This design comes from an exercise in tuning for small area and a short achievable clock period on the open sky130 flow, not from production work. No functional check of the RTL was part of any run shown here. Power and IR drop assume default switching activity.

<file path="design/flow/standard.sh">
#!/bin/bash
# synth_recipe.tcl (not shown) runs the flow's synth.tcl, then flattens the netlist and writes it again
# the make line also repeats each setting of config.mk as NAME=value (left out here)
make -C /OpenROAD-flow-scripts/flow DESIGN_CONFIG=/design/flow/config.mk WORK_HOME=/design/flow/orfs CLKGATE_MAP_FILE= SYNTH_SCRIPT=/design/flow/synth_recipe.tcl "${@:-finish}"
</file>
<file path="design/flow/constraint.sdc">
create_clock -name core_clock -period 5.8 [get_ports {CLK}]
set_input_delay 1.1600 -clock core_clock [delete_from_list [all_inputs] [get_ports {CLK}]]
set_output_delay 1.1600 -clock core_clock [all_outputs]
set_load 0.01 [all_outputs]
</file>
<file path="design/flow/config.mk">
export PLATFORM = sky130hd
export DESIGN_NAME = dual_mem_controller
export DESIGN_NICKNAME = dual_mem_controller
export VERILOG_FILES = /design/flow/design.v
export SDC_FILE = /design/flow/constraint.sdc
export NUM_CORES = 4
export LEC_CHECK = 0
export CAP_MARGIN = 20
export CORE_MARGIN = 2
export CORE_UTILIZATION = 40
export SLEW_MARGIN = 20
</file>
<file path="design/flow/flow/run.sh">
#!/bin/bash
set -euo pipefail
export BUFFER_PORTS_ARGS="-buffer_cell sky130_fd_sc_hd__buf_1"
bash standard.sh finish > make_finish.log 2>&1
</file>
<file path="design/flow/design.v">
module dmem_read_queue #(
    parameter int BLOCK_ADDR_W = 13,
    parameter int DEPTH        = 4
) (
    input  logic                    CLK,
    input  logic                    nRST,
    input  logic                    req0_valid,
    input  logic [BLOCK_ADDR_W-1:0] req0_addr,
    input  logic                    req1_valid,
    input  logic [BLOCK_ADDR_W-1:0] req1_addr,
    input  logic                    rd_deq,
    output logic                    rd_head_valid,
    output logic [BLOCK_ADDR_W-1:0] rd_head_addr,
    output logic                    rd_head_port
);
    localparam int PTR_W = $clog2(DEPTH);
    logic [BLOCK_ADDR_W-1:0] q_addr [DEPTH];
    logic                    q_port [DEPTH];
    logic [PTR_W:0]   head;
    logic [PTR_W:0]   tail;
    logic [PTR_W-1:0] tail_idx;
    logic [PTR_W-1:0] tail_idx_1;
    assign tail_idx   = tail[PTR_W-1:0];
    assign tail_idx_1 = tail_idx + 1'b1;
    assign rd_head_valid = (head != tail);
    assign rd_head_addr  = q_addr[head[PTR_W-1:0]];
    assign rd_head_port  = q_port[head[PTR_W-1:0]];
    logic [DEPTH-1:0] take0, take1, keep;
    always_comb begin
        for (int i = 0; i < DEPTH; i++) begin
            take0[i] = (PTR_W'(i) == tail_idx) && req0_valid;
            take1[i] = ((PTR_W'(i) == tail_idx) && !req0_valid && req1_valid) ||
                       ((PTR_W'(i) == tail_idx_1) && req0_valid && req1_valid);
            keep[i]  = !(take0[i] || take1[i]);
        end
    end
    always_ff @(posedge CLK) begin
        for (int i = 0; i < DEPTH; i++) begin
            q_addr[i] <= ({BLOCK_ADDR_W{keep[i]}}  & q_addr[i]) |
                         ({BLOCK_ADDR_W{take0[i]}} & req0_addr) |
                         ({BLOCK_ADDR_W{take1[i]}} & req1_addr);
            q_port[i] <= (keep[i] & q_port[i]) | take1[i];
        end
    end
    always_ff @(posedge CLK or negedge nRST) begin
        if (!nRST) begin
            head <= '0;
            tail <= '0;
        end else begin
            tail <= tail + {{(PTR_W-1){1'b0}}, req0_valid & req1_valid, req0_valid ^ req1_valid};
            if (rd_deq) begin
                head <= head + 1'b1;
            end
        end
    end
endmodule
module dmem_write_queue #(
    parameter int BLOCK_ADDR_W = 13,
    parameter int DATA_W       = 64,
    parameter int DEPTH        = 6
) (
    input  logic                    CLK,
    input  logic                    nRST,
    input  logic                    req0_valid,
    input  logic [BLOCK_ADDR_W-1:0] req0_addr,
    input  logic [DATA_W-1:0]       req0_data,
    input  logic                    req1_valid,
    input  logic [BLOCK_ADDR_W-1:0] req1_addr,
    input  logic [DATA_W-1:0]       req1_data,
    input  logic                    wr_deq,
    input  logic                    rd_deq,
    input  logic [BLOCK_ADDR_W-1:0] rd_addr,
    output logic [BLOCK_ADDR_W-1:0] wr_head_addr,
    output logic                    wr_empty,
    output logic                    slow_down,
    output logic                    fwd_take,
    output logic [DATA_W-1:0]       data_out
);
    logic [BLOCK_ADDR_W-1:0] q_addr [DEPTH];
    logic [DATA_W-1:0]       q_data [DEPTH];
    logic [DEPTH-1:0] head;
    logic [DEPTH-1:0] tail;
    logic [DEPTH-1:0] valid;
    logic [DEPTH-1:0] sel;
    logic [DEPTH-1:0] head_n;
    logic [DEPTH-1:0] tail_n;
    logic [DEPTH-1:0] valid_n;
    logic [DEPTH-1:0] wen;
    logic [DEPTH-1:0] take0, take1, keep;
    logic [DEPTH-1:0] match_n;
    logic [DEPTH-1:0] youngest_n;
    logic             eq0, eq1;
    logic [2:0]       n_free;
    assign wr_empty = ~|valid;
    assign wen   = ((req0_valid | req1_valid) ? tail : '0) |
                   ((req0_valid & req1_valid) ? {tail[DEPTH-2:0], tail[DEPTH-1]} : '0);
    assign take0 = (req0_valid ? tail : '0);
    assign take1 = wen & ~take0;
    assign keep  = ~wen;
    always_ff @(posedge CLK) begin
        for (int i = 0; i < DEPTH; i++) begin
            q_addr[i] <= ({BLOCK_ADDR_W{keep[i]}}  & q_addr[i]) |
                         ({BLOCK_ADDR_W{take0[i]}} & req0_addr) |
                         ({BLOCK_ADDR_W{take1[i]}} & req1_addr);
            q_data[i] <= ({DATA_W{keep[i]}}  & q_data[i]) |
                         ({DATA_W{take0[i]}} & req0_data) |
                         ({DATA_W{take1[i]}} & req1_data);
        end
    end
    always_comb begin
        tail_n = tail;
        if (req0_valid & req1_valid) begin
            tail_n = {tail[DEPTH-3:0], tail[DEPTH-1:DEPTH-2]};
        end else if (req0_valid | req1_valid) begin
            tail_n = {tail[DEPTH-2:0], tail[DEPTH-1]};
        end
        head_n  = wr_deq ? {head[DEPTH-2:0], head[DEPTH-1]} : head;
        valid_n = (valid & ~(wr_deq ? head : '0)) | wen;
        n_free  = '0;
        for (int i = 0; i < DEPTH; i++) begin
            n_free = n_free + {2'b00, ~valid_n[i]};
        end
    end
    assign eq0 = (req0_addr == rd_addr);
    assign eq1 = (req1_addr == rd_addr);
    always_comb begin
        for (int i = 0; i < DEPTH; i++) begin
            match_n[i] = (take0[i] & eq0) | (take1[i] & eq1) |
                         (keep[i] & valid[i] & (q_addr[i] == rd_addr));
        end
    end
    always_comb begin
        logic stop;
        logic blk;
        for (int i = 0; i < DEPTH; i++) begin
            stop = 1'b0;
            blk  = 1'b0;
            for (int k = 1; k < DEPTH; k++) begin
                stop = stop | tail_n[(i+k)%DEPTH];
                blk  = blk | (match_n[(i+k)%DEPTH] & ~stop);
            end
            youngest_n[i] = match_n[i] & ~blk;
        end
    end
    always_ff @(posedge CLK or negedge nRST) begin
        if (!nRST) begin
            head      <= DEPTH'(1);
            tail      <= DEPTH'(1);
            sel       <= DEPTH'(1);
            valid     <= '0;
            slow_down <= 1'b0;
            fwd_take  <= 1'b0;
        end else begin
            head      <= head_n;
            tail      <= tail_n;
            sel       <= rd_deq ? youngest_n : head_n;
            valid     <= valid_n;
            slow_down <= (n_free < 3'd2);
            fwd_take  <= rd_deq & (|match_n);
        end
    end
    always_comb begin
        data_out     = '0;
        wr_head_addr = '0;
        for (int i = 0; i < DEPTH; i++) begin
            data_out     = data_out | (sel[i] ? q_data[i] : '0);
            wr_head_addr = wr_head_addr | (head[i] ? q_addr[i] : '0);
        end
    end
endmodule
module mem_access_ctrl #(
    parameter int BLOCK_ADDR_W = 13,
    parameter int WORD_W       = 32
) (
    input  logic                    CLK,
    input  logic                    nRST,
    input  logic                    imem0_ren,
    input  logic [BLOCK_ADDR_W-1:0] imem0_addr,
    input  logic                    imem1_ren,
    input  logic [BLOCK_ADDR_W-1:0] imem1_addr,
    input  logic                    rd_head_valid,
    input  logic [BLOCK_ADDR_W-1:0] rd_head_addr,
    input  logic                    rd_head_port,
    input  logic [BLOCK_ADDR_W-1:0] wr_head_addr,
    input  logic                    wr_empty,
    input  logic                    fwd_take,
    input  logic [2*WORD_W-1:0]     q_data,
    input  logic [1:0]              ram_state,
    input  logic [WORD_W-1:0]       ram_load,
    input  logic                    dcache0_flushed,
    input  logic                    dcache1_flushed,
    output logic                    rd_deq,
    output logic                    wr_deq,
    output logic                    ram_ren,
    output logic                    ram_wen,
    output logic [BLOCK_ADDR_W:0]   ram_addr,
    output logic [WORD_W-1:0]       ram_store,
    output logic                    imem0_hit,
    output logic [2*WORD_W-1:0]     imem0_load,
    output logic                    imem1_hit,
    output logic [2*WORD_W-1:0]     imem1_load,
    output logic                    dmem0_valid,
    output logic [2*WORD_W-1:0]     dmem0_data,
    output logic                    dmem1_valid,
    output logic [2*WORD_W-1:0]     dmem1_data,
    output logic                    flushed
);
    logic acc0, acc1, halt, arb;
    logic                    w_read;
    logic                    w_write;
    logic                    w_port;
    logic [BLOCK_ADDR_W-1:0] w_addr;
    logic [2*WORD_W-1:0]     w_data;
    logic       lru;
    logic [1:0] resp_valid;
    logic ram_done;
    logic halt_req;
    logic pick_f, pick_any;
    logic f_port;
    logic acc0_done, acc1_done;
    logic s_rd, s_wr, s_f0, s_f1;
    logic lo_keep, lo_ram, lo_hi, lo_q;
    logic hi_keep, hi_ram, hi_q;
    assign arb      = ~(acc0 | acc1 | halt);
    assign ram_done = (ram_state == 2'd2);
    assign halt_req = dcache0_flushed & dcache1_flushed & wr_empty;
    assign pick_f   = ~halt_req & ~rd_head_valid & wr_empty & (imem0_ren | imem1_ren);
    assign pick_any = ~halt_req & (rd_head_valid | ~wr_empty | imem0_ren | imem1_ren);
    assign f_port   = imem1_ren & (~imem0_ren | lru);
    assign rd_deq = arb & ~halt_req & rd_head_valid;
    assign wr_deq = arb & ~rd_head_valid & ~wr_empty;
    assign acc0_done = acc0 & ~fwd_take & ram_done;
    assign acc1_done = acc1 & ram_done;
    always_ff @(posedge CLK or negedge nRST) begin
        if (!nRST) begin
            acc0       <= 1'b0;
            acc1       <= 1'b0;
            halt       <= 1'b0;
            lru        <= 1'b0;
            resp_valid <= 2'b00;
            flushed    <= 1'b0;
        end else begin
            acc0       <= arb ? pick_any : (acc0 & ~fwd_take & ~ram_done);
            acc1       <= acc0_done | (acc1 & ~ram_done);
            halt       <= halt | (arb & halt_req);
            if (arb & pick_f) begin
                lru <= ~f_port;
            end
            resp_valid <= (w_read & (fwd_take | acc1_done)) ? {w_port, ~w_port} : 2'b00;
            flushed    <= halt;
        end
    end
    assign s_rd = arb & rd_head_valid;
    assign s_wr = arb & ~rd_head_valid & ~wr_empty;
    assign s_f1 = arb & ~rd_head_valid & wr_empty & f_port;
    assign s_f0 = arb & ~rd_head_valid & wr_empty & ~f_port;
    always_ff @(posedge CLK) begin
        if (arb) begin
            w_read  <= rd_head_valid;
            w_write <= ~rd_head_valid & ~wr_empty;
            w_port  <= rd_head_valid ? rd_head_port : f_port;
        end
        w_addr <= ({BLOCK_ADDR_W{~arb}} & w_addr) |
                  ({BLOCK_ADDR_W{s_rd}} & rd_head_addr) |
                  ({BLOCK_ADDR_W{s_wr}} & wr_head_addr) |
                  ({BLOCK_ADDR_W{s_f0}} & imem0_addr) |
                  ({BLOCK_ADDR_W{s_f1}} & imem1_addr);
    end
    assign lo_q    = arb | fwd_take;
    assign lo_ram  = acc0_done & ~w_write;
    assign lo_hi   = acc0_done & w_write;
    assign lo_keep = ~(lo_q | acc0_done);
    assign hi_q    = arb | fwd_take;
    assign hi_ram  = acc1_done;
    assign hi_keep = ~(hi_q | acc1_done);
    always_ff @(posedge CLK) begin
        w_data[WORD_W-1:0] <=
            ({WORD_W{lo_keep}} & w_data[WORD_W-1:0]) |
            ({WORD_W{lo_ram}}  & ram_load) |
            ({WORD_W{lo_hi}}   & w_data[2*WORD_W-1:WORD_W]) |
            ({WORD_W{lo_q}}    & q_data[WORD_W-1:0]);
        w_data[2*WORD_W-1:WORD_W] <=
            ({WORD_W{hi_keep}} & w_data[2*WORD_W-1:WORD_W]) |
            ({WORD_W{hi_ram}}  & ram_load) |
            ({WORD_W{hi_q}}    & q_data[2*WORD_W-1:WORD_W]);
    end
    assign ram_ren   = ((acc0 & ~fwd_take) | acc1) & ~w_write;
    assign ram_wen   = (acc0 | acc1) & w_write;
    assign ram_addr  = {w_addr, acc1};
    assign ram_store = w_data[WORD_W-1:0];
    assign dmem0_valid = resp_valid[0];
    assign dmem1_valid = resp_valid[1];
    assign dmem0_data  = w_data;
    assign dmem1_data  = w_data;
    assign imem0_hit  = acc1_done & ~w_read & ~w_write & ~w_port & imem0_ren & (imem0_addr == w_addr);
    assign imem1_hit  = acc1_done & ~w_read & ~w_write &  w_port & imem1_ren & (imem1_addr == w_addr);
    assign imem0_load = {ram_load, w_data[WORD_W-1:0]};
    assign imem1_load = {ram_load, w_data[WORD_W-1:0]};
endmodule
module dual_mem_controller (
    input  logic        CLK,
    input  logic        nRST,
    input  logic        imem0_ren,
    input  logic [12:0] imem0_addr,
    input  logic        imem1_ren,
    input  logic [12:0] imem1_addr,
    input  logic        dmem0_rd_valid,
    input  logic [12:0] dmem0_rd_addr,
    input  logic        dmem1_rd_valid,
    input  logic [12:0] dmem1_rd_addr,
    input  logic        dmem0_wr_valid,
    input  logic [12:0] dmem0_wr_addr,
    input  logic [63:0] dmem0_wr_data,
    input  logic        dmem1_wr_valid,
    input  logic [12:0] dmem1_wr_addr,
    input  logic [63:0] dmem1_wr_data,
    input  logic        dcache0_flushed,
    input  logic        dcache1_flushed,
    input  logic [1:0]  ram_state,
    input  logic [31:0] ram_load,
    output logic        imem0_hit,
    output logic [63:0] imem0_load,
    output logic        imem1_hit,
    output logic [63:0] imem1_load,
    output logic        dmem0_rd_resp_valid,
    output logic [63:0] dmem0_rd_resp_data,
    output logic        dmem1_rd_resp_valid,
    output logic [63:0] dmem1_rd_resp_data,
    output logic        slow_down,
    output logic        flushed,
    output logic        ram_ren,
    output logic        ram_wen,
    output logic [13:0] ram_addr,
    output logic [31:0] ram_store
);
    logic        rd_head_valid;
    logic [12:0] rd_head_addr;
    logic        rd_head_port;
    logic        rd_deq;
    logic [12:0] wr_head_addr;
    logic        wr_empty;
    logic        wr_deq;
    logic        fwd_take;
    logic [63:0] q_data;
    dmem_read_queue #(.BLOCK_ADDR_W(13), .DEPTH(4)) read_q_i (
        .CLK           (CLK),
        .nRST          (nRST),
        .req0_valid    (dmem0_rd_valid),
        .req0_addr     (dmem0_rd_addr),
        .req1_valid    (dmem1_rd_valid),
        .req1_addr     (dmem1_rd_addr),
        .rd_deq        (rd_deq),
        .rd_head_valid (rd_head_valid),
        .rd_head_addr  (rd_head_addr),
        .rd_head_port  (rd_head_port)
    );
    dmem_write_queue #(.BLOCK_ADDR_W(13), .DATA_W(64), .DEPTH(6)) write_q_i (
        .CLK           (CLK),
        .nRST          (nRST),
        .req0_valid    (dmem0_wr_valid),
        .req0_addr     (dmem0_wr_addr),
        .req0_data     (dmem0_wr_data),
        .req1_valid    (dmem1_wr_valid),
        .req1_addr     (dmem1_wr_addr),
        .req1_data     (dmem1_wr_data),
        .wr_deq        (wr_deq),
        .rd_deq        (rd_deq),
        .rd_addr       (rd_head_addr),
        .wr_head_addr  (wr_head_addr),
        .wr_empty      (wr_empty),
        .slow_down     (slow_down),
        .fwd_take      (fwd_take),
        .data_out      (q_data)
    );
    mem_access_ctrl #(.BLOCK_ADDR_W(13), .WORD_W(32)) access_ctrl_i (
        .CLK             (CLK),
        .nRST            (nRST),
        .imem0_ren       (imem0_ren),
        .imem0_addr      (imem0_addr),
        .imem1_ren       (imem1_ren),
        .imem1_addr      (imem1_addr),
        .rd_head_valid   (rd_head_valid),
        .rd_head_addr    (rd_head_addr),
        .rd_head_port    (rd_head_port),
        .wr_head_addr    (wr_head_addr),
        .wr_empty        (wr_empty),
        .fwd_take        (fwd_take),
        .q_data          (q_data),
        .ram_state       (ram_state),
        .ram_load        (ram_load),
        .dcache0_flushed (dcache0_flushed),
        .dcache1_flushed (dcache1_flushed),
        .rd_deq          (rd_deq),
        .wr_deq          (wr_deq),
        .ram_ren         (ram_ren),
        .ram_wen         (ram_wen),
        .ram_addr        (ram_addr),
        .ram_store       (ram_store),
        .imem0_hit       (imem0_hit),
        .imem0_load      (imem0_load),
        .imem1_hit       (imem1_hit),
        .imem1_load      (imem1_load),
        .dmem0_valid     (dmem0_rd_resp_valid),
        .dmem0_data      (dmem0_rd_resp_data),
        .dmem1_valid     (dmem1_rd_resp_valid),
        .dmem1_data      (dmem1_rd_resp_data),
        .flushed         (flushed)
    );
endmodule
</file>
==> flow_summary.yaml, run 1 <==
clock_tree:
  worstSkewPairLatency_ns: 0.63
  cts_sinks: 637
  cts_setup_buffers: 0
  clockRootBuffer: "clkbuf_16"
  h-tree-depth: 3
  postCtsHoldBufs: 0
  clockBufferDepth: 3
  cts_tree: "yes"
  path_clk_slew_ns: 0.06
  cts_resized: 0
  numCtsBuffers: 73
hold_path:
  worstHoldPathType: "flop to flop"
  min_to: "access_ctrl_i.flushed$_DFF_PN0_"
  hold_depth: 0
  min_from: "access_ctrl_i.halt$_DFF_PN0_"
logic_synthesis:
  avgSynthCellArea_um2: 8.22
  yosysMostFrequentCell: "nand2_1"
  synth-seq-cells: 637
  synth_common_cells: "nand2_1, a22oi_1, dfxtp_1"
  synth_nets: 4044
  synth.top_cell.area_share_pct: 38.3
  ys_warn_count: 7
  synth-edff-count: 3
  ys_async_sr_fraction_pct: 6.12
  syn_area_um2: 31100
  seq_area_frac_synth_pct: 41.8
  synth.area.top_cells: "dfxtp_1, a22oi_1, nand2_1"
  synth.distinct_cells: 76
  synth_cells: 3783
  yosys.area.top_type: "dfxtp_1"
  synth_flop_cell: "dfxtp_1"
drt:
  drc: 0
  wl_per_cell_um: 28.0
  routed_wl_um: 142000
  drt_iter0_markers: 3915
  firstDrtPassIters: 9
  via_per_inst: 6.17
  ant_nets: 0
  vias: 31300
floorplan:
  die_y_um: 283
  initial_core_util_pct: 40.3
  core-area_um2: 77200
  die-area_um2: 79900
  ios: 560
  die_w_um: 283
  num_rows: 102
grt:
  grt.overflow.total: 0
  grt_max_degree: 74
  antenna_found_initial: 31
  grt_util_all_layers_pct: 34.2
  grt_pass1_wl_um: 203000
  grt_pass1_vias: 29100
pwr:
  cellLeakagePower_nw: 14.1
  total_power_mw: 19.4
  power_density_nw_per_um2: 558
  vdd_drop_max_v: 0.000265
cells_and_area:
  drive_above_1_share_pct: 6.39
  fill_cells: 7802
  area_growth_pct: 11.8
  fin_nets: 4213
sta:
  finalSetupTns_ns: 0
  fin_crit_sh_pct: 79.8
  finalSetupViolCount: 0
  rsz0062_at_grt: "false"
  hold_viol: 0
  fmax_ghz: 0.216
  final.min_clock_period_ns: 4.63
  skew_ns: 0.0284
  worstMarginPinSlew_ns: 1.26
  relSlewSlack_pct: 16.3
  slew_viol_final: 0
worst_setup_path:
  cpMaxStageDelayCell: "or4_1"
  critPathBufInv: 2
  worstPathArrival_ns: 5.09
  worst-path-max-fanout: 13
  regToRegSetupSlack_ns: 1.17
  slowest_delay_ns: 0.64
  r2r-start: "read_q_i.head[0]$_DFFE_PN0P_"
  critical-path-top-delay-family: "simple AND/OR/NAND/NOR gates"
  start_kind: "flop"
  path_class: "flop to flop"
  path_cells: "inv_1, ha_1, buf_4, nor2b_1, a21o_1, o22ai_1, or4_1, nand3b_4, nor2_1, a221oi_1, or3_1, a41oi_1, o31ai_1"
  cp-end-kind: "flop"
  crit_required_ns: 6.26
  r2r-end: "write_q_i.sel[5]$_DFF_PN0_"
  ff2ff_path_depth: 13
place:
  place_congestion: 1.05
  dp_hpwl_um: 91100
  numPortBuffers: 559
job:
  max_cap_violations: 0
status:
  status: "timing/DRC/antenna clean"
## report_power, final
group / switching [mW] / internal [mW]
clock: 1.97 / 2.73
combinational: 4.90 / 2.48
sequential: 1.44 / 5.86
## stage by stage
stage / utilization (%) / instance area, µm² / cells / hold WS, ns / setup slack [ns]
2_1_floorplan: - / 31100 / 3783 / 0.368 / 1.50
3_3_place_gp: 41.8 / 32300 / 4917 / 0.438 / 1.24
3_5_place_dp: 41.8 / 32300 / 4917 / 0.436 / 1.23
4_1_cts: 44.9 / 34700 / 5047 / 0.443 / 1.30
5_1_grt: 45.0 / 34700 / 5065 / 0.443 / 0.936
6_report: 45.0 / 34700 / 5071 / 0.444 / 1.17
## placed cells by master (no fill, tap or decap), types with 15 or more instances in the layout
cell	instances
clkbuf_1	19
xor2_1	16
nor2_1	36
nand2_1	1105
a21oi_1	32
a22oi_1	779
a31oi_1	82
a221o_1	82
nor3_1	19
buf_1	558
nand4_1	18
a222oi_1	15
a21o_1	15
xnor2_1	48
buf_4	62
dfrtp_1	31
inv_1	42
o21ai_0	45
o22ai_1	27
dfxtp_1	595
diode_2	24
mux2_2	32
nand3_1	20
clkbuf_16	76
## area by class of cell
class / count / area (µm²) / share of cell area, %
clock inverters: 21 / 241 / 0.695
well taps: 1040 / 1300 / 3.75
diodes: 24 / 60.1 / 0.173
clock buffers: 109 / 2170 / 6.24
inverters: 44 / 165 / 0.476
multi-input cells: 2574 / 15200 / 43.8
flip-flops and latches: 637 / 13000 / 37.4
repair buffers: 622 / 2580 / 7.44
## flip-flops by register name, indices dropped and copies added (netlist names), named ones only
name,count
access_ctrl_i.w_port,1
access_ctrl_i.acc0,1
write_q_i.fwd_take,1
read_q_i.q_addr,52
access_ctrl_i.halt,1
read_q_i.tail,3
access_ctrl_i.w_write,1
access_ctrl_i.flushed,1
read_q_i.head,3
write_q_i.head,6
write_q_i.tail,6
access_ctrl_i.w_addr,13
read_q_i.q_port,4
access_ctrl_i.lru,1
access_ctrl_i.w_read,1
write_q_i.sel,6
access_ctrl_i.w_data,64
write_q_i.q_addr,78
access_ctrl_i.resp_valid,2
write_q_i.slow_down,1
write_q_i.q_data,384
write_q_i.valid,6
## layer usage
metal,vias to the layer above,global-route usage (%),wire [µm]
met2,2039,52.5,63000
met3,436,8.88,15200
met4,14,21.1,9290
li1,13900,-,-
met5,-,0,88
met1,14900,43.0,54500
## worst max-delay path by stage
stage | startpoint | to | slack (ns) | depth (start not counted)
floorplan | dmem0_wr_valid | write_q_i.slow_down$_DFF_PN0_ | 1.50 | 13
global placement | dmem0_wr_valid | write_q_i.sel[2]$_DFF_PN0_ | 1.24 | 12
detailed placement | dmem0_wr_valid | write_q_i.sel[2]$_DFF_PN0_ | 1.23 | 12
CTS | write_q_i.valid[5]$_DFF_PN0_ | write_q_i.slow_down$_DFF_PN0_ | 1.30 | 13
global route | read_q_i.head[0]$_DFFE_PN0P_ | write_q_i.sel[5]$_DFF_PN0_ | 0.94 | 13
finish | read_q_i.head[0]$_DFFE_PN0P_ | write_q_i.sel[5]$_DFF_PN0_ | 1.17 | 13
## cells by family (layout without fill, tap and decap cells)
group                    count (synthesis)  in the layout  share of synthesized area (%)
AND/OR/NAND/NOR                       1310           1310                           17.1
AO/OA/AOI/OAI                         1153           1153                           27.8
flip-flops                             637            637                           41.8
buffers and inverters                  572            796                           9.74
XOR/XNOR                                64             64                           1.80
multiplexers                            36             36                           1.29
adder cells (fa/ha/maj)                 11             11                          0.515
other                                    0             24                              0
==> run 2, diff against run 1 <==
==> design/flow/run.sh (new file) <==
#!/bin/bash
# synth_recipe.tcl (not shown) runs the flow's synth.tcl, then flattens the netlist and writes it again
# the make line also repeats each setting of config.mk as NAME=value (left out here)
make -C /OpenROAD-flow-scripts/flow DESIGN_CONFIG=/design/flow/config.mk WORK_HOME=/design/flow/orfs CLKGATE_MAP_FILE= SYNTH_SCRIPT=/design/flow/synth_recipe.tcl finish
--- a/design/flow/config.mk
+++ b/design/flow/config.mk
@@ -10,2 +10,3 @@
 export CORE_UTILIZATION = 40
+export SETUP_SLACK_MARGIN = 2.5
 export SLEW_MARGIN = 20
removed: design/flow/flow/run.sh
removed: design/flow/standard.sh
==> run 2 against run 1 <==
- sequential power about the same
- routed wire length increased by 3.5%
- critical path depth grew 1
- synthesized cell count is the same
- maximum frequency rose by 19%
- critical endpoint is now write_q_i.sel[2]$_DFF_PN0_
- die area stayed put
- hold slack got worse by 0.039 ns
- first-iteration DRC count increased by 17%
- sequential cell count unchanged
- synthesized area unchanged
- final area grew 14%
==> flow_summary.yaml, run 2 <==
logic_synthesis:
  synth-edff-count: 3
  yosysMostFrequentCell: "nand2_1"
  synth_nets: 4044
  synth.top_cell.area_share_pct: 38.3
  synth.area.top_cells: "dfxtp_1, a22oi_1, nand2_1"
  ys_async_sr_fraction_pct: 6.12
  synth-seq-cells: 637
  seq_area_frac_synth_pct: 41.8
  avgSynthCellArea_um2: 8.22
  synth_cells: 3783
  syn_area_um2: 31100
  ys_warn_count: 7
  synth_flop_cell: "dfxtp_1"
  synth_common_cells: "nand2_1, a22oi_1, dfxtp_1"
  synth.distinct_cells: 76
  yosys.area.top_type: "dfxtp_1"
drt:
  vias: 31900
  drc: 0
  wl_per_cell_um: 28.5
  routed_wl_um: 147000
  drt_iter0_markers: 4562
  firstDrtPassIters: 8
  via_per_inst: 6.19
  ant_nets: 0
cells_and_area:
  area_growth_pct: 28.0
  final_cell_mix: "nand2_1, a22oi_1, dfxtp_1"
  final_common_cell: "nand2_1"
  fill_cells: 7407
  multi_input_area_um2: 15800
  design_area_um2: 39800
  fin_nets: 4301
  regMostFlops: "write_q_i.q_data"
  top_regs: "write_q_i.q_data: 384 flops, write_q_i.q_addr: 78 flops, access_ctrl_i.w_data: 64 flops"
  largest_register_ffs: 384
  drive_above_1_share_pct: 11.3
  final-seq-area_um2: 13000
pwr:
  cellLeakagePower_nw: 16.4
  total_power_mw: 21.4
  power_density_nw_per_um2: 537
  vdd_drop_max_v: 0.000325
place:
  dp_hpwl_um: 92300
  numPortBuffers: 559
  place_congestion: 1.06
  place_area_um2: 35900
job:
  max_cap_violations: 0
floorplan:
  die_w_um: 283
  core-area_um2: 77200
  die-area_um2: 79900
  die_y_um: 283
  ios: 560
  num_rows: 102
  initial_core_util_pct: 40.3
sta:
  slew_viol_final: 0
  fin_crit_sh_pct: 67.0
  rsz0062_at_grt: "true"
  finalSetupTns_ns: 0
  hold_viol: 0
  final.min_clock_period_ns: 3.89
  finalSetupViolCount: 0
  fin_hold_ws_ns: 0.405
  fmax_ghz: 0.257
  skew_ns: 0.0272
  relSlewSlack_pct: 22.6
  worstMarginPinSlew_ns: 1.16
worst_setup_path:
  worst-path-max-fanout: 8
  r2r-end: "write_q_i.sel[2]$_DFF_PN0_"
  path_class: "flop to flop"
  r2r-start: "read_q_i.head[1]$_DFFE_PN0P_"
  crit_required_ns: 6.32
  start_kind: "flop"
  regToRegSetupSlack_ns: 1.91
  cp-end-kind: "flop"
  ff2ff_path_depth: 14
  worstPathArrival_ns: 4.41
clock_tree:
  postCtsHoldBufs: 0
  h-tree-depth: 3
  clockBufferDepth: 3
  numCtsBuffers: 74
  worstSkewPairLatency_ns: 0.64
  clockRootBuffer: "clkbuf_16"
  cts_sinks: 637
  cts_tree: "yes"
  path_clk_slew_ns: 0.06
status:
  status: "timing/DRC/antenna clean"
grt:
  grt.overflow.total: 0
  grt_util_all_layers_pct: 35.1
  grt_max_degree: 80
  grt_pass1_wl_um: 208000
  grt_pass1_vias: 29600
  antenna_found_initial: 27
hold_path:
  min_to: "access_ctrl_i.flushed$_DFF_PN0_"
  worstHoldPathType: "flop to flop"
  hold_depth: 0
  min_from: "access_ctrl_i.halt$_DFF_PN0_"
## run 2: cell counts after synthesis
No cell type changed its count.
## run 2: final cells by class
cell class                      instances  area share [%]
Clock buffer                          112            5.70
Sequential cell                       637            32.7
Multi-Input combinational cell       2574            39.8
Clock inverter                         23           0.632
Tap cell                             1040            3.27
Timing Repair Buffer                  709            17.3
Inverter                               44           0.428
Antenna cell                           22           0.138
## run 2: cells by family after synthesis
kind of cell | count (synthesis) | synth area share, %
AOI/OAI and AO/OA | 1153 | 27.8
xor gates and xnor gates | 64 | 1.80
adders and majority gates | 11 | 0.515
buffers and inverters | 572 | 9.74
DFF | 637 | 41.8
muxes | 36 | 1.29
and+or+nand+nor | 1310 | 17.1
## run 2: how the worst max path moves through the flow
stage | startpoint | endpoint | slack (ns) | cells after the start
after CTS | read_q_i.head[0]$_DFFE_PN0P_ | write_q_i.sel[2]$_DFF_PN0_ | 2.01 | 13
after global routing | read_q_i.head[1]$_DFFE_PN0P_ | write_q_i.sel[2]$_DFF_PN0_ | 1.83 | 13
after detailed placement | dmem0_wr_valid | write_q_i.slow_down$_DFF_PN0_ | 1.10 | 12
after floorplan | dmem0_wr_valid | write_q_i.slow_down$_DFF_PN0_ | 2.03 | 13
final | read_q_i.head[1]$_DFFE_PN0P_ | write_q_i.sel[2]$_DFF_PN0_ | 1.91 | 14
after global placement | dmem0_wr_valid | write_q_i.slow_down$_DFF_PN0_ | 1.11 | 12
## run 2: power breakdown
part | leakage, nW | switching (mW) | internal, mW
Clock | 1.25 | 1.99 | 2.85
Sequential | 5.48 | 1.44 | 5.86
Combinational | 9.65 | 5.24 | 3.98
Total | 16.4 | 8.67 | 12.7
## run 2: worst max-delay path, stage by stage (launching register included)
cell and delay, ns:
dfrtp_2 0.43, inv_4 0.07, ha_4 0.20, buf_6 0.14, buf_4 0.14, a22oi_2 0.28
a22o_2 0.30, o22ai_1 0.16, or4_4 0.56, nand2b_4 0.19, nor4_4 0.40, nor3_4 0.08
o21a_1 0.13, or4_1 0.49, a31o_1 0.23
## run 2: timing repair
| action | 4_1_cts | 5_1_grt |
|---|---|---|
| buffers inserted | 68 | 17 |
| pin swaps | 66 | 45 |
| endpoints found under the setup margin | 523 | 62 |
| cloned | 3 | 1 |
| resized for setup | 250 | 60 |
## run 2: layer usage
metal,vias up,GRT usage [%],wire length (µm)
li1,14000,-,-
met1,15400,45.0,56300
met2,2077,55.3,66300
met3,437,6.89,15300
met4,12,19.9,9010
met5,-,0,82
## run 2: stage by stage
step	utilization (%)	instances	setup slack (ns)
final	51.5	5161	1.91
after global routing	51.5	5157	1.83
after CTS	51.0	5121	2.01
after detailed placement	46.5	4915	1.10
after global placement	46.5	4915	1.11
after floorplan	-	3783	2.03
==> run 3, diff against run 2 <==
--- a/design/flow/design.v
+++ b/design/flow/design.v
@@ -15,23 +15,22 @@
 );
-    localparam int PTR_W = $clog2(DEPTH);
     logic [BLOCK_ADDR_W-1:0] q_addr [DEPTH];
     logic                    q_port [DEPTH];
-    logic [PTR_W:0]   head;
-    logic [PTR_W:0]   tail;
-    logic [PTR_W-1:0] tail_idx;
-    logic [PTR_W-1:0] tail_idx_1;
-    assign tail_idx   = tail[PTR_W-1:0];
-    assign tail_idx_1 = tail_idx + 1'b1;
-    assign rd_head_valid = (head != tail);
-    assign rd_head_addr  = q_addr[head[PTR_W-1:0]];
-    assign rd_head_port  = q_port[head[PTR_W-1:0]];
+    logic [DEPTH-1:0] head;
+    logic [DEPTH-1:0] tail;
+    logic [DEPTH-1:0] valid;
     logic [DEPTH-1:0] take0, take1, keep;
-    always_comb begin
-        for (int i = 0; i < DEPTH; i++) begin
-            take0[i] = (PTR_W'(i) == tail_idx) && req0_valid;
-            take1[i] = ((PTR_W'(i) == tail_idx) && !req0_valid && req1_valid) ||
-                       ((PTR_W'(i) == tail_idx_1) && req0_valid && req1_valid);
-            keep[i]  = !(take0[i] || take1[i]);
-        end
-    end
+    assign rd_head_valid = |valid;
+    logic [BLOCK_ADDR_W-1:0] addr_acc [DEPTH+1];
+    logic [DEPTH:0]          port_acc;
+    assign addr_acc[0] = '0;
+    assign port_acc[0] = 1'b0;
+    for (genvar i = 0; i < DEPTH; i++) begin : g_out
+        assign addr_acc[i+1] = addr_acc[i] | ({BLOCK_ADDR_W{head[i]}} & q_addr[i]);
+        assign port_acc[i+1] = port_acc[i] | (head[i] & q_port[i]);
+    end
+    assign rd_head_addr = addr_acc[DEPTH];
+    assign rd_head_port = port_acc[DEPTH];
+    assign take0 = req0_valid ? tail : '0;
+    assign take1 = (req1_valid ? (req0_valid ? {tail[DEPTH-2:0], tail[DEPTH-1]} : tail) : '0);
+    assign keep  = ~(take0 | take1);
     always_ff @(posedge CLK) begin
@@ -46,9 +45,15 @@
         if (!nRST) begin
-            head <= '0;
-            tail <= '0;
+            head  <= DEPTH'(1);
+            tail  <= DEPTH'(1);
+            valid <= '0;
         end else begin
-            tail <= tail + {{(PTR_W-1){1'b0}}, req0_valid & req1_valid, req0_valid ^ req1_valid};
+            if (req0_valid & req1_valid) begin
+                tail <= {tail[DEPTH-3:0], tail[DEPTH-1:DEPTH-2]};
+            end else if (req0_valid | req1_valid) begin
+                tail <= {tail[DEPTH-2:0], tail[DEPTH-1]};
+            end
             if (rd_deq) begin
-                head <= head + 1'b1;
+                head <= {head[DEPTH-2:0], head[DEPTH-1]};
             end
+            valid <= (valid & ~(rd_deq ? head : '0)) | take0 | take1;
         end
@@ -92,3 +97,3 @@
     logic             eq0, eq1;
-    logic [2:0]       n_free;
+    logic             slow_down_n;
     assign wr_empty = ~|valid;
@@ -118,7 +123,14 @@
         valid_n = (valid & ~(wr_deq ? head : '0)) | wen;
-        n_free  = '0;
-        for (int i = 0; i < DEPTH; i++) begin
-            n_free = n_free + {2'b00, ~valid_n[i]};
-        end
     end
+    function automatic logic two_free(input logic [DEPTH-1:0] v);
+        logic one, two;
+        one = 1'b0;
+        two = 1'b0;
+        for (int i = 0; i < DEPTH; i++) begin
+            two = two | (one & ~v[i]);
+            one = one | ~v[i];
+        end
+        two_free = two;
+    endfunction
+    assign slow_down_n = ~two_free(valid_n);
     assign eq0 = (req0_addr == rd_addr);
@@ -131,14 +143,12 @@
     end
-    always_comb begin
-        logic stop;
-        logic blk;
-        for (int i = 0; i < DEPTH; i++) begin
-            stop = 1'b0;
-            blk  = 1'b0;
-            for (int k = 1; k < DEPTH; k++) begin
-                stop = stop | tail_n[(i+k)%DEPTH];
-                blk  = blk | (match_n[(i+k)%DEPTH] & ~stop);
-            end
-            youngest_n[i] = match_n[i] & ~blk;
+    for (genvar i = 0; i < DEPTH; i++) begin : g_young
+        logic [DEPTH-1:0] stop_c;
+        logic [DEPTH-1:0] blk_c;
+        assign stop_c[0] = 1'b0;
+        assign blk_c[0]  = 1'b0;
+        for (genvar k = 1; k < DEPTH; k++) begin : g_k
+            assign stop_c[k] = stop_c[k-1] | tail_n[(i+k)%DEPTH];
+            assign blk_c[k]  = blk_c[k-1] | (match_n[(i+k)%DEPTH] & ~stop_c[k]);
         end
+        assign youngest_n[i] = match_n[i] & ~blk_c[DEPTH-1];
     end
@@ -157,3 +167,3 @@
             valid     <= valid_n;
-            slow_down <= (n_free < 3'd2);
+            slow_down <= slow_down_n;
             fwd_take  <= rd_deq & (|match_n);
@@ -161,10 +171,12 @@
     end
-    always_comb begin
-        data_out     = '0;
-        wr_head_addr = '0;
-        for (int i = 0; i < DEPTH; i++) begin
-            data_out     = data_out | (sel[i] ? q_data[i] : '0);
-            wr_head_addr = wr_head_addr | (head[i] ? q_addr[i] : '0);
-        end
+    logic [DATA_W-1:0]       data_acc [DEPTH+1];
+    logic [BLOCK_ADDR_W-1:0] addr_acc [DEPTH+1];
+    assign data_acc[0] = '0;
+    assign addr_acc[0] = '0;
+    for (genvar i = 0; i < DEPTH; i++) begin : g_out
+        assign data_acc[i+1] = data_acc[i] | ({DATA_W{sel[i]}} & q_data[i]);
+        assign addr_acc[i+1] = addr_acc[i] | ({BLOCK_ADDR_W{head[i]}} & q_addr[i]);
     end
+    assign data_out     = data_acc[DEPTH];
+    assign wr_head_addr = addr_acc[DEPTH];
 endmodule
==> design/flow/flow/run.sh (new file) <==
#!/bin/bash
set -euo pipefail
export BUFFER_PORTS_ARGS="-buffer_cell sky130_fd_sc_hd__buf_1"
bash standard.sh finish > make_finish.log 2>&1
==> design/flow/standard.sh (new file) <==
#!/bin/bash
# synth_recipe.tcl (not shown) runs the flow's synth.tcl, then flattens the netlist and writes it again
# the make line also repeats each setting of config.mk as NAME=value (left out here)
make -C /OpenROAD-flow-scripts/flow DESIGN_CONFIG=/design/flow/config.mk WORK_HOME=/design/flow/orfs CLKGATE_MAP_FILE= SYNTH_SCRIPT=/design/flow/synth_recipe.tcl "${@:-finish}"
removed: design/flow/run.sh
==> run 3 against run 2 <==
- still clean
- cell count is 1.8% lower
- total power is 29% lower
- critical path type is now primary input to flop
- largest power group is now registers
- sequential share of layout area is 4.2 points higher
- utilization is 5.4 points lower
- global-route usage is 3.4 points lower
==> flow_summary.yaml, run 3 <==
logic_synthesis:
  seq_area_frac_synth_pct: 42.2
  ys_async_sr_fraction_pct: 7.00
  synth.top_cell.area_share_pct: 38.2
  synth-seq-cells: 643
  yosys.area.top_type: "dfxtp_1"
  avgSynthCellArea_um2: 8.36
  synth_nets: 3978
  synth_cells: 3728
  synth_flop_cell: "dfxtp_1"
  synth-edff-count: 3
  synth_common_cells: "nand2_1, a22oi_1, dfxtp_1"
  syn_area_um2: 31200
  ys_warn_count: 10
  synth.area.top_cells: "dfxtp_1, a22oi_1, nand2_1"
  yosysMostFrequentCell: "nand2_1"
  synth.distinct_cells: 71
clock_tree:
  worstSkewPairLatency_ns: 0.64
  path_clk_slew_ns: 0.06
  h-tree-depth: 3
  postCtsHoldBufs: 0
  cts_sinks: 643
  numCtsBuffers: 75
  clockRootBuffer: "clkbuf_16"
  cts_tree: "yes"
  clockBufferDepth: 3
hold_path:
  worstHoldPathType: "flop to flop"
  min_from: "access_ctrl_i.halt$_DFF_PN0_"
pwr:
  power_density_nw_per_um2: 423
  total_power_mw: 15.1
  vdd_drop_max_v: 0.000234
  cellLeakagePower_nw: 14.8
place:
  place_area_um2: 32400
  dp_hpwl_um: 82500
  place_congestion: 0.956
  numPortBuffers: 559
worst_setup_path:
  worst-path-max-fanout: 8
  path_cells: "buf_1, a21oi_2, nor4b_2, nand4_2, buf_6, buf_6, or4b_4, a31oi_4, o311ai_4, o311a_1, mux2_4"
  cpMaxStageDelayCell: "buf_1"
  worstPathArrival_ns: 4.02
  cp-end-kind: "flop"
  crit_required_ns: 6.32
  path_class: "primary input to flop"
  critical_path.most_common_cell: "buf_6"
  r2r-start: "read_q_i.head[0]$_DFFE_PN1P_"
  slowest_delay_ns: 0.61
  critPathLaunch: "dmem1_wr_addr[1]"
  start_kind: "primary input"
grt:
  grt_pass1_vias: 28000
  grt.met3_usage_pct: 7.76
  antenna_found_initial: 28
  grt_max_degree: 68
  grt.overflow.total: 0
  met1_usage_pct: 44.4
  grt-busiest-layer: "met2"
  grt_util_all_layers_pct: 31.7
  grt_pass1_wl_um: 194000
  use_met2_pct: 48.1
floorplan:
  die_w_um: 283
  core-area_um2: 77300
  num_rows: 102
  die_y_um: 283
  die-area_um2: 80100
  initial_core_util_pct: 40.3
  ios: 560
sta:
  finalSetupTns_ns: 0
  finalSetupViolCount: 0
  fmax_ghz: 0.286
  skew_ns: 0.0336
  fin_crit_sh_pct: 60.3
  slew_viol_final: 0
  final.min_clock_period_ns: 3.50
  fin_hold_ws_ns: 0.416
  worstMarginPinSlew_ns: 1.19
  rsz0062_at_grt: "true"
  relSlewSlack_pct: 20.4
  hold_viol: 0
cells_and_area:
  regMostFlops: "write_q_i.q_data"
  multi_input_area_um2: 15500
  design_area_um2: 35700
  fin_nets: 4213
  fill_cells: 7755
  top_regs: "write_q_i.q_data: 384 flops, write_q_i.q_addr: 78 flops, access_ctrl_i.w_data: 64 flops"
  final-seq-area_um2: 13200
  drive_above_1_share_pct: 9.43
  largest_register_ffs: 384
  final_cell_mix: "nand2_1, a22oi_1, dfxtp_1"
  area_growth_pct: 14.5
  final_common_cell: "nand2_1"
job:
  max_cap_violations: 0
status:
  status: "timing/DRC/antenna clean"
drt:
  drt_iter0_markers: 3965
  wl_per_cell_um: 26.5
  via_per_inst: 6.06
  drc: 0
  firstDrtPassIters: 6
  vias: 30700
  ant_nets: 0
  routed_wl_um: 134000
## run 3: repair_timing
action,in CTS,in global routing
cloned,3,2
gates resized for setup,44,40
pin swaps,31,23
setup buffers,32,14
endpoints found under the setup margin,158,56
## run 3: kinds of logic after synthesis
kind of cell	share of synthesized area, %
muxes	1.94
buffers and inverters	9.45
xor gates and xnor gates	3.04
DFF	42.2
AOI/OAI and AO/OA	25.6
and+or+nand+nor	17.8
adders and majority gates	0.0321
## run 3: final timing paths
kind	endpoint	slack, ns	depth (start not counted)
min reg2reg	access_ctrl_i.flushed$_DFF_PN0_	0.42	0
max	write_q_i.sel[3]$_DFF_PN0_	2.30	11
min	access_ctrl_i.flushed$_DFF_PN0_	0.42	0
min in group asynchronous	read_q_i.tail[1]$_DFFE_PN0P_	0.61	2
max reg2reg	write_q_i.sel[3]$_DFF_PN0_	2.35	12
max in group asynchronous	write_q_i.sel[4]$_DFF_PN0_	4.59	2
## run 3: layout make-up
type | count | area share [%]
diodes | 9 | 0.0631
clock buffers | 109 | 6.04
clock inverters | 24 | 0.936
inverters | 26 | 0.277
multi-input cells | 2553 | 43.5
flip-flops and latches | 643 | 36.9
well taps | 1040 | 3.65
repair buffers | 664 | 8.62
## run 3: worst max-delay path, delay by kind of cell
kind	cells	cell delay [ns]
and+or+nand+nor	3	1.14
muxes	1	0.26
AOI/OAI and AO/OA	4	0.56
buffers and inverters	3	0.88
## run 3: per-stage QoR
stage | utilization, % | instances | worst slack, ns
6_report | 46.1 | 5068 | 2.30
3_3_place_gp | 41.8 | 4873 | 1.65
2_1_floorplan | - | 3728 | 2.27
3_5_place_dp | 41.8 | 4874 | 1.60
5_1_grt | 46.1 | 5066 | 2.34
4_1_cts | 45.7 | 5042 | 2.39
## run 3: routing by layer
metal  part of all wire, %  vias up
met5                  0.12        -
met4                   2.8       26
met3                    11      271
met2                    44     1826
met1                    43    14900
li1                      -    13700
## run 3: report_power, final
group / total, mW / internal (mW) / switching (mW)
Clock: 4.84 / 2.82 / 2.02
Sequential: 6.79 / 5.77 / 1.02
Combinational: 3.47 / 1.27 / 2.20
==> run 4, diff against run 3 <==
--- a/design/flow/config.mk
+++ b/design/flow/config.mk
@@ -9,3 +9,5 @@
 export CORE_MARGIN = 2
-export CORE_UTILIZATION = 40
+export CORE_UTILIZATION = 60
+export CTS_BUF_LIST = sky130_fd_sc_hd__clkbuf_4 sky130_fd_sc_hd__clkbuf_8
+export PLACE_DENSITY = 0.72
 export SETUP_SLACK_MARGIN = 2.5
==> run 4 against run 3 <==
- combinational power grew 4%
- count of clock-buffer cells in the layout up 77
- still clean on timing, DRC and antenna
- cell count fell by 5.8%
- largest power group unchanged
- critical path type is now flop to flop
- worst setup slack gained 0.075 ns
==> flow_summary.yaml, run 4 <==
status:
  status: "timing/DRC/antenna clean"
sta:
  fin_crit_sh_pct: 59.0
  relSlewSlack_pct: 21.4
  fmax_ghz: 0.292
  slew_viol_final: 0
  finalSetupViolCount: 0
  hold_viol: 0
  finalSetupTns_ns: 0
  final.min_clock_period_ns: 3.42
  finalWorstSetupSlack_ns: 2.38
  worstMarginPinSlew_ns: 1.18
  rsz0062_at_grt: "true"
  skew_ns: 0.0430
pwr:
  comb_power_share_pct: 24.5
  internal_power_mw: 9.45
  vdd_drop_max_v: 0.000271
  power_density_nw_per_um2: 422
  sequentialPowerShare_pct: 46.2
  switching_power_mw: 5.29
  cellLeakagePower_nw: 14.8
  clockPowerShare_pct: 29.3
  total_power_mw: 14.7
  switching_share_pct: 35.9
cells_and_area:
  fin_util_pct: 68.1
  area_growth_pct: 12.1
  final_common_cell: "nand2_1"
  fin_nets: 4244
  fill_cells: 4320
  regMostFlops: "write_q_i.q_data"
  largest_register_ffs: 384
  top_regs: "write_q_i.q_data: 384 flops, write_q_i.q_addr: 78 flops, access_ctrl_i.w_data: 64 flops"
  drive_above_1_share_pct: 11.1
  final_cell_mix: "nand2_1, a22oi_1, dfxtp_1"
floorplan:
  num_rows: 83
  die_y_um: 232
  initial_core_util_pct: 60.7
  die-area_um2: 53800
  core-area_um2: 51300
  ios: 560
  die_w_um: 232
logic_synthesis:
  synth_compound_area_share_pct: 25.6
  ys_async_sr_fraction_pct: 7.00
  yosysMostFrequentCell: "nand2_1"
  synth-edff-count: 3
  yosys.area.top_type: "dfxtp_1"
  synth.area.top_cells: "dfxtp_1, a22oi_1, nand2_1"
  synthSimpleGateAreaFrac_pct: 17.8
  synth_flop_cell: "dfxtp_1"
  seq_area_frac_synth_pct: 42.2
  syn_area_um2: 31200
  synth_common_cells: "nand2_1, a22oi_1, dfxtp_1"
  synth.distinct_cells: 71
  synth_mux_area_share_pct: 1.94
  avgSynthCellArea_um2: 8.36
  synth_top_family_by_area: "compound AO/OA/AOI/OAI gates"
  synth-xor-area-share_pct: 3.04
  synth.top_cell.area_share_pct: 38.2
  synth_cells: 3728
  synth_fa_ha_area_share_pct: 0.0321
  synth-seq-cells: 643
  synth_nets: 3978
  ys_warn_count: 10
worst_setup_path:
  cpMaxStageDelayCell: "dfrtp_4"
  r2r-start: "read_q_i.head[1]$_DFFE_PN0P_"
  slowest_delay_ns: 0.57
  start_kind: "flop"
  regToRegSetupSlack_ns: 2.38
  r2r-end: "write_q_i.sel[3]$_DFF_PN0_"
  worstPathArrival_ns: 4.02
  path_class: "flop to flop"
  worst-path-max-fanout: 8
  path_cells: "buf_8, a22oi_2, a21oi_1, nand2b_1, or4_4, or4_4, o311ai_4, a21oi_1, o311a_1, mux2_2"
  ff2ff_path_depth: 10
  crit_required_ns: 6.39
  cp-end-kind: "flop"
place:
  pre_cts_ws_ns: 1.59
  place_congestion: 1.00
  numPortBuffers: 559
  dp_hpwl_um: 83100
grt:
  grt_util_all_layers_pct: 46.8
  antenna_found_initial: 18
  grt.overflow.total: 0
  grt_pass1_wl_um: 191000
  grt_pass1_vias: 30300
  grt_max_degree: 70
drt:
  firstDrtPassIters: 7
  wl_per_cell_um: 27.5
  ant_nets: 0
  drt_iter0_markers: 4629
  drc: 0
  vias: 32200
  routed_wl_um: 131000
  via_per_inst: 6.75
clock_tree:
  clockBufferDepth: 3
  postCtsHoldBufs: 0
  cts_sinks: 643
  h-tree-depth: 3
  numCtsBuffers: 105
  cts_tree: "yes"
  clockRootBuffer: "clkbuf_8"
  worstSkewPairLatency_ns: 0.74
  path_clk_slew_ns: 0.07
hold_path:
  worstHoldPathType: "flop to flop"
  min_from: "access_ctrl_i.halt$_DFF_PN0_"
  min_to: "access_ctrl_i.flushed$_DFF_PN0_"
  hold_depth: 0
job:
  max_cap_violations: 0
[run 4: kinds of logic after synthesis]
| kind of cell | after synthesis |
|---|---|
| xor gates and xnor gates | 108 |
| adders and majority gates | 1 |
| and+or+nand+nor | 1338 |
| AOI/OAI and AO/OA | 1046 |
| DFF | 643 |
| muxes | 56 |
| buffers and inverters | 536 |
[run 4: metrics by stage]
stage	area, µm²	hold WS, ns	cells
after floorplan	31200	0.366	3728
after global placement	31900	0.411	4514
after detailed placement	31900	0.413	4516
after CTS	34800	0.407	4757
after global routing	34900	0.430	4773
final	34900	0.399	4774
[run 4: worst max-delay path by stage]
stage / cells after the start / slack (ns) / startpoint / endpoint
after floorplan: 9 / 2.27 / dmem1_wr_addr[10] / write_q_i.sel[3]$_DFF_PN0_
after global placement: 10 / 1.70 / dmem0_wr_valid / write_q_i.sel[3]$_DFF_PN0_
after detailed placement: 11 / 1.59 / dmem0_wr_valid / write_q_i.sel[5]$_DFF_PN0_
after CTS: 10 / 2.44 / read_q_i.head[1]$_DFFE_PN0P_ / write_q_i.sel[3]$_DFF_PN0_
after global routing: 10 / 2.33 / read_q_i.head[2]$_DFFE_PN0P_ / write_q_i.sel[3]$_DFF_PN0_
final: 10 / 2.38 / read_q_i.head[1]$_DFFE_PN0P_ / write_q_i.sel[3]$_DFF_PN0_
[run 4: worst max-delay path, delay by kind of cell, from the launching register on]
kind,cells,cell delay [ns]
compound gates,5,1.12
buf+inv,1,0.18
flops,1,0.57
mux,1,0.27
simple gates,3,1.15
[run 4: layout make-up]
type	count	area (µm²)	share of cell area [%]
timing repair buffer	666	3010	8.62
clock buffer	186	2250	6.45
multi-input combinational	2552	15500	44.3
tap	680	851	2.43
inverter	26	98.8	0.283
antenna	13	32.5	0.0931
sequential	643	13200	37.6
clock inverter	8	60.1	0.172
[run 4: what timing repair did]
action | in CTS | in global routing
resized for setup | 52 | 17
gates cloned | 2 | 1
pin swaps | 27 | 10
endpoints found under the setup margin | 171 | 108
buffers inserted | 45 | 2
[run 4: per-layer routing]
layer | up-vias | part of all wire, % | GRT usage, %
met3 | 524 | 14 | 15.7
met4 | 8 | 6.4 | 28.8
met2 | 2558 | 43 | 70.2
met1 | 15400 | 37 | 58.1
li1 | 13800 | - | -
met5 | - | 0.040 | 0
[run 4: power groups by stage]
stage | clock [mW] | sequential, mW | combinational, mW
after CTS | 4.30 | 6.73 | 3.50
after global routing | 4.52 | 6.90 | 3.90
final | 4.31 | 6.81 | 3.62
after detailed placement | 0 | 6.80 | 3.47
after floorplan | 0 | 6.56 | 2.52
after global placement | 0 | 6.73 | 3.36
==> run 5, diff against run 4 <==
--- a/design/flow/design.v
+++ b/design/flow/design.v
@@ -22,12 +22,2 @@
     assign rd_head_valid = |valid;
-    logic [BLOCK_ADDR_W-1:0] addr_acc [DEPTH+1];
-    logic [DEPTH:0]          port_acc;
-    assign addr_acc[0] = '0;
-    assign port_acc[0] = 1'b0;
-    for (genvar i = 0; i < DEPTH; i++) begin : g_out
-        assign addr_acc[i+1] = addr_acc[i] | ({BLOCK_ADDR_W{head[i]}} & q_addr[i]);
-        assign port_acc[i+1] = port_acc[i] | (head[i] & q_port[i]);
-    end
-    assign rd_head_addr = addr_acc[DEPTH];
-    assign rd_head_port = port_acc[DEPTH];
     assign take0 = req0_valid ? tail : '0;
@@ -43,2 +33,18 @@
     end
+    logic [DEPTH-1:0]        head_n;
+    logic [BLOCK_ADDR_W-1:0] hd_acc [DEPTH+1];
+    logic [DEPTH:0]          hp_acc;
+    assign head_n    = rd_deq ? {head[DEPTH-2:0], head[DEPTH-1]} : head;
+    assign hd_acc[0] = '0;
+    assign hp_acc[0] = 1'b0;
+    for (genvar i = 0; i < DEPTH; i++) begin : g_hd
+        assign hd_acc[i+1] = hd_acc[i] | ({BLOCK_ADDR_W{head_n[i] & keep[i]}}  & q_addr[i]) |
+                                         ({BLOCK_ADDR_W{head_n[i] & take0[i]}} & req0_addr) |
+                                         ({BLOCK_ADDR_W{head_n[i] & take1[i]}} & req1_addr);
+        assign hp_acc[i+1] = hp_acc[i] | (head_n[i] & keep[i] & q_port[i]) | (head_n[i] & take1[i]);
+    end
+    always_ff @(posedge CLK) begin
+        rd_head_addr <= hd_acc[DEPTH];
+        rd_head_port <= hp_acc[DEPTH];
+    end
     always_ff @(posedge CLK or negedge nRST) begin
@@ -54,5 +60,3 @@
             end
-            if (rd_deq) begin
-                head <= {head[DEPTH-2:0], head[DEPTH-1]};
-            end
+            head  <= head_n;
             valid <= (valid & ~(rd_deq ? head : '0)) | take0 | take1;
@@ -94,3 +98,5 @@
     logic [DEPTH-1:0] take0, take1, keep;
-    logic [DEPTH-1:0] match_n;
+    logic [DEPTH-1:0] match_s;
+    logic [DEPTH-1:0] youngest_s;
+    logic             hit0, hit1;
     logic [DEPTH-1:0] youngest_n;
@@ -104,10 +110,21 @@
     assign keep  = ~wen;
+    logic                    tail_even;
+    logic [BLOCK_ADDR_W-1:0] in_addr [2];
+    logic [DATA_W-1:0]       in_data [2];
+    always_comb begin
+        tail_even = 1'b0;
+        for (int i = 0; i < DEPTH; i += 2) begin
+            tail_even = tail_even | tail[i];
+        end
+    end
+    assign in_addr[0] = (tail_even & req0_valid)  ? req0_addr : req1_addr;
+    assign in_data[0] = (tail_even & req0_valid)  ? req0_data : req1_data;
+    assign in_addr[1] = (~tail_even & req0_valid) ? req0_addr : req1_addr;
+    assign in_data[1] = (~tail_even & req0_valid) ? req0_data : req1_data;
     always_ff @(posedge CLK) begin
         for (int i = 0; i < DEPTH; i++) begin
-            q_addr[i] <= ({BLOCK_ADDR_W{keep[i]}}  & q_addr[i]) |
-                         ({BLOCK_ADDR_W{take0[i]}} & req0_addr) |
-                         ({BLOCK_ADDR_W{take1[i]}} & req1_addr);
-            q_data[i] <= ({DATA_W{keep[i]}}  & q_data[i]) |
-                         ({DATA_W{take0[i]}} & req0_data) |
-                         ({DATA_W{take1[i]}} & req1_data);
+            q_addr[i] <= ({BLOCK_ADDR_W{keep[i]}} & q_addr[i]) |
+                         ({BLOCK_ADDR_W{wen[i]}}  & in_addr[i%2]);
+            q_data[i] <= ({DATA_W{keep[i]}} & q_data[i]) |
+                         ({DATA_W{wen[i]}}  & in_data[i%2]);
         end
@@ -139,4 +156,3 @@
         for (int i = 0; i < DEPTH; i++) begin
-            match_n[i] = (take0[i] & eq0) | (take1[i] & eq1) |
-                         (keep[i] & valid[i] & (q_addr[i] == rd_addr));
+            match_s[i] = valid[i] & (q_addr[i] == rd_addr);
         end
@@ -149,7 +165,10 @@
         for (genvar k = 1; k < DEPTH; k++) begin : g_k
-            assign stop_c[k] = stop_c[k-1] | tail_n[(i+k)%DEPTH];
-            assign blk_c[k]  = blk_c[k-1] | (match_n[(i+k)%DEPTH] & ~stop_c[k]);
+            assign stop_c[k] = stop_c[k-1] | tail[(i+k)%DEPTH];
+            assign blk_c[k]  = blk_c[k-1] | (match_s[(i+k)%DEPTH] & ~stop_c[k]);
         end
-        assign youngest_n[i] = match_n[i] & ~blk_c[DEPTH-1];
+        assign youngest_s[i] = match_s[i] & ~blk_c[DEPTH-1];
     end
+    assign hit1 = req1_valid & eq1;
+    assign hit0 = req0_valid & eq0;
+    assign youngest_n = hit1 ? take1 : (hit0 ? take0 : youngest_s);
     always_ff @(posedge CLK or negedge nRST) begin
@@ -168,3 +187,3 @@
             slow_down <= slow_down_n;
-            fwd_take  <= rd_deq & (|match_n);
+            fwd_take  <= rd_deq & (hit0 | hit1 | (|match_s));
         end
==> run 5 against run 4 <==
- still clean
- utilization down 0.34 points
- clock power decreased by 4%
- sequential cell count increased by 14
- clock skew is 0.010 ns lower
- routed wire length fell by 27%
- hold slack better by 0.013 ns
- maximum frequency increased by 5.5%
- first-iteration DRC count down 45%
- total power shrank 0.77%
- final area shrank 4.9%
- largest cell class is now registers
- highest routed layer unchanged
==> flow_summary.yaml, run 5 <==
worst_setup_path:
  path_class: "primary input to primary output"
  worstPathArrival_ns: 2.08
  cpMaxStageDelayCell: "nor4_2"
  cp-end-kind: "primary output"
  critPathBufInv: 2
  crit_cells: 5
  worst-path-max-fanout: 2
  slowest_delay_ns: 0.25
  critical-path-top-delay-family: "simple AND/OR/NAND/NOR gates"
  start_kind: "primary input"
  path_cells: "buf_1, xnor2_1, nand4_1, nor4_2, buf_2"
  ff2ff_path_depth: 7
  crit_required_ns: 4.64
grt:
  grt.overflow.total: 0
  grt_util_all_layers_pct: 36.2
  grt_max_degree: 65
  grt_pass1_vias: 21200
  grt_pass1_wl_um: 136000
  antenna_found_initial: 6
sta:
  rsz0062_at_grt: "true"
  slew_viol_final: 0
  fin_crit_sh_pct: 55.9
  finalSetupViolCount: 0
  final.min_clock_period_ns: 3.24
  finalSetupTns_ns: 0
  hold_viol: 0
  relSlewSlack_pct: 22.4
  worstMarginPinSlew_ns: 1.16
  fmax_ghz: 0.308
  skew_ns: 0.0330
floorplan:
  die_w_um: 227
  core-area_um2: 49100
  die-area_um2: 51500
  die_y_um: 227
  initial_core_util_pct: 60.8
  num_rows: 81
  ios: 560
logic_synthesis:
  synth_mux_area_share_pct: 7.50
  synth.top_cell.area_share_pct: 46.8
  synth-edff-count: 465
  seq_area_frac_synth_pct: 60.5
  yosysMostFrequentCell: "edfxtp_1"
  synth_fa_ha_area_share_pct: 0.0378
  synth_cells: 2345
  synth_common_cells: "edfxtp_1, a22oi_1, buf_4"
  synth_flop_cell: "edfxtp_1"
  syn_area_um2: 29800
  synth.area.top_cells: "edfxtp_1, dfxtp_1, mux2_2"
  synth_top_family_by_area: "compound AO/OA/AOI/OAI gates"
  ys_warn_count: 12
  ys_async_sr_fraction_pct: 6.85
  yosys.area.top_type: "edfxtp_1"
  synth-xor-area-share_pct: 3.85
  synth-seq-cells: 657
  synth_nets: 2595
  avgSynthCellArea_um2: 12.7
  synthSimpleGateAreaFrac_pct: 6.06
  synth_compound_area_share_pct: 14.3
  synth.distinct_cells: 61
cells_and_area:
  fill_cells: 3536
  multi_input_area_um2: 9630
  final_cell_mix: "buf_1, edfxtp_1, a22oi_1"
  design_area_um2: 33200
  area_growth_pct: 11.5
  final_common_cell: "buf_1"
  fin_nets: 2927
  final-seq-area_um2: 18000
  drive_above_1_share_pct: 17.0
clock_tree:
  clockBufferDepth: 3
  cts_sinks: 657
  h-tree-depth: 3
  clockRootBuffer: "clkbuf_8"
  worstSkewPairLatency_ns: 0.71
  path_clk_slew_ns: 0.06
  cts_tree: "yes"
  numCtsBuffers: 104
drt:
  drt_iter0_markers: 2540
  routed_wl_um: 95500
  via_per_inst: 6.45
  vias: 22200
  ant_nets: 0
  drc: 0
  firstDrtPassIters: 6
  wl_per_cell_um: 27.8
pwr:
  total_power_mw: 14.6
  cellLeakagePower_nw: 11.3
  vdd_drop_max_v: 0.000248
  power_density_nw_per_um2: 440
hold_path:
  worstHoldPathType: "flop to flop"
  hold_depth: 0
status:
  status: "timing/DRC/antenna clean"
job:
  max_cap_violations: 0
place:
  place_area_um2: 30900
  place_congestion: 0.956
  numPortBuffers: 559
  dp_hpwl_um: 62700
run 5: cell count changes in the layout (fill, tap and decap cells not counted), sizes merged, moves of 16 or more:
| cell | change |
|---|---|
| xor2 | -29 |
| a22oi | -487 |
| buf | -67 |
| nand3 | +19 |
| mux2 | +158 |
| a21oi | +22 |
| o21ai | +25 |
| dfxtp | -448 |
| nor2 | -16 |
| edfxtp | +462 |
| nor4 | -16 |
| xnor2 | +52 |
| nand2 | -924 |
run 5: path summary, 6_finish.rpt:
kind	end	slack, ns	from
max in group asynchronous	write_q_i.sel[3]$_DFF_PN0_	4.77	nRST
min reg2reg	access_ctrl_i.flushed$_DFF_PN0_	0.41	access_ctrl_i.halt$_DFF_PN0_
min	access_ctrl_i.flushed$_DFF_PN0_	0.41	access_ctrl_i.halt$_DFF_PN0_
min in group asynchronous	read_q_i.tail[1]$_DFFE_PN0P_	0.52	nRST
max reg2reg	read_q_i.rd_head_addr[5]$_DFF_P_	2.56	flop
max	imem0_hit	2.56	imem0_addr[10]
run 5: routing by layer:
| layer | global-route usage, % | up-vias | share of wire, % |
|---|---|---|---|
| met5 | 0 | - | 0.067 |
| met1 | 43.0 | 10900 | 35 |
| met2 | 61.8 | 1485 | 50 |
| met3 | 7.58 | 273 | 9.8 |
| met4 | 20.2 | 10 | 5.9 |
| li1 | - | 9453 | - |
run 5: power breakdown:
part,switching (mW),leakage [nW],internal [mW]
logic,2.23,3.82,1.24
clock network,1.81,1.20,2.33
registers,0.937,6.27,6.08
run 5: cells by family (layout without fill, tap and decap cells):
kind of cell               after synthesis  after routing
muxes                                  199            199
adders and majority gates                1              1
xor gates and xnor gates               131            131
buffers and inverters                  391            814
and+or+nand+nor                        383            383
other                                    0              1
DFF                                    657            657
AOI/OAI and AO/OA                      583            583
run 5: layout make-up:
cell class	count	area share, %
Sequential cell	657	54.3
Clock inverter	15	0.361
Clock buffer	182	6.37
Timing Repair Buffer	598	7.29
Tap cell	664	2.50
Antenna cell	1	0.00753
Inverter	19	0.226
Multi-Input combinational cell	1297	29.0
run 5: stage by stage:
| step | util, % | hold WS, ns | setup WS [ns] | instances |
|---|---|---|---|---|
| 6_report | 67.8 | 0.411 | 2.56 | 3433 |
| 2_1_floorplan | - | 0.376 | 2.50 | 2345 |
| 3_3_place_gp | 63.1 | 0.397 | 1.90 | 3233 |
| 3_5_place_dp | 63.1 | 0.391 | 1.85 | 3233 |
| 5_1_grt | 67.8 | 0.430 | 2.46 | 3433 |
| 4_1_cts | 67.7 | 0.415 | 2.49 | 3431 |
run 5: worst register-to-register path: stages (launching register included):
cell and delay, ns:
dfrtp_2 0.45, or3_4 0.53, a311oi_4 0.45, mux2_2 0.56, a22oi_1 0.27, nand2_1 0.10
a21o_1 0.35, a221o_1 0.42
run 5: repair_timing:
action                     in CTS  in global routing
gates resized for setup         7                  4
pin swaps                       5                  2
buffers inserted                1                  0
hold buffers                    0                  0
setup endpoints to repair       3                 16

==> port drivers added, routing unchanged <==
The results above use ideal ports. As a check the final layouts listed here were re-extracted and re-timed, cells and wires unchanged.
Step 1 assumes that a clkbuf_16 drives the clock port and a buf_2 every other input.
Step 2 also shifts input and output timing later by t, the mid clock arrival at the registers, as if the neighbouring blocks saw the same clock.
Slacks: ideal / step 1 / step 2; pairs: ideal / step 1.
run | t, ns | setup WS [ns] | hold slack, ns
run 1 | 0.684 | 1.170 / 1.170 / 1.082 | 0.444 / 0.444 / 0.444
run 2 | 0.692 | 1.914 / 1.914 / 1.330 | 0.405 / 0.405 / 0.405
run 3 | 0.688 | 2.301 / 2.332 / 1.645 | 0.416 / 0.416 / 0.416
run 4 | 0.780 | 2.376 / 2.376 / 1.650 | 0.399 / 0.399 / 0.399
run 5 | 0.754 | 2.555 / 2.532 / 1.837 | 0.411 / 0.411 / 0.411
After both steps every run listed still meets setup and hold. For run 4, which loses most, drivers alone change the setup slack by 0.000 ns; drivers and shift together by -0.726 ns.
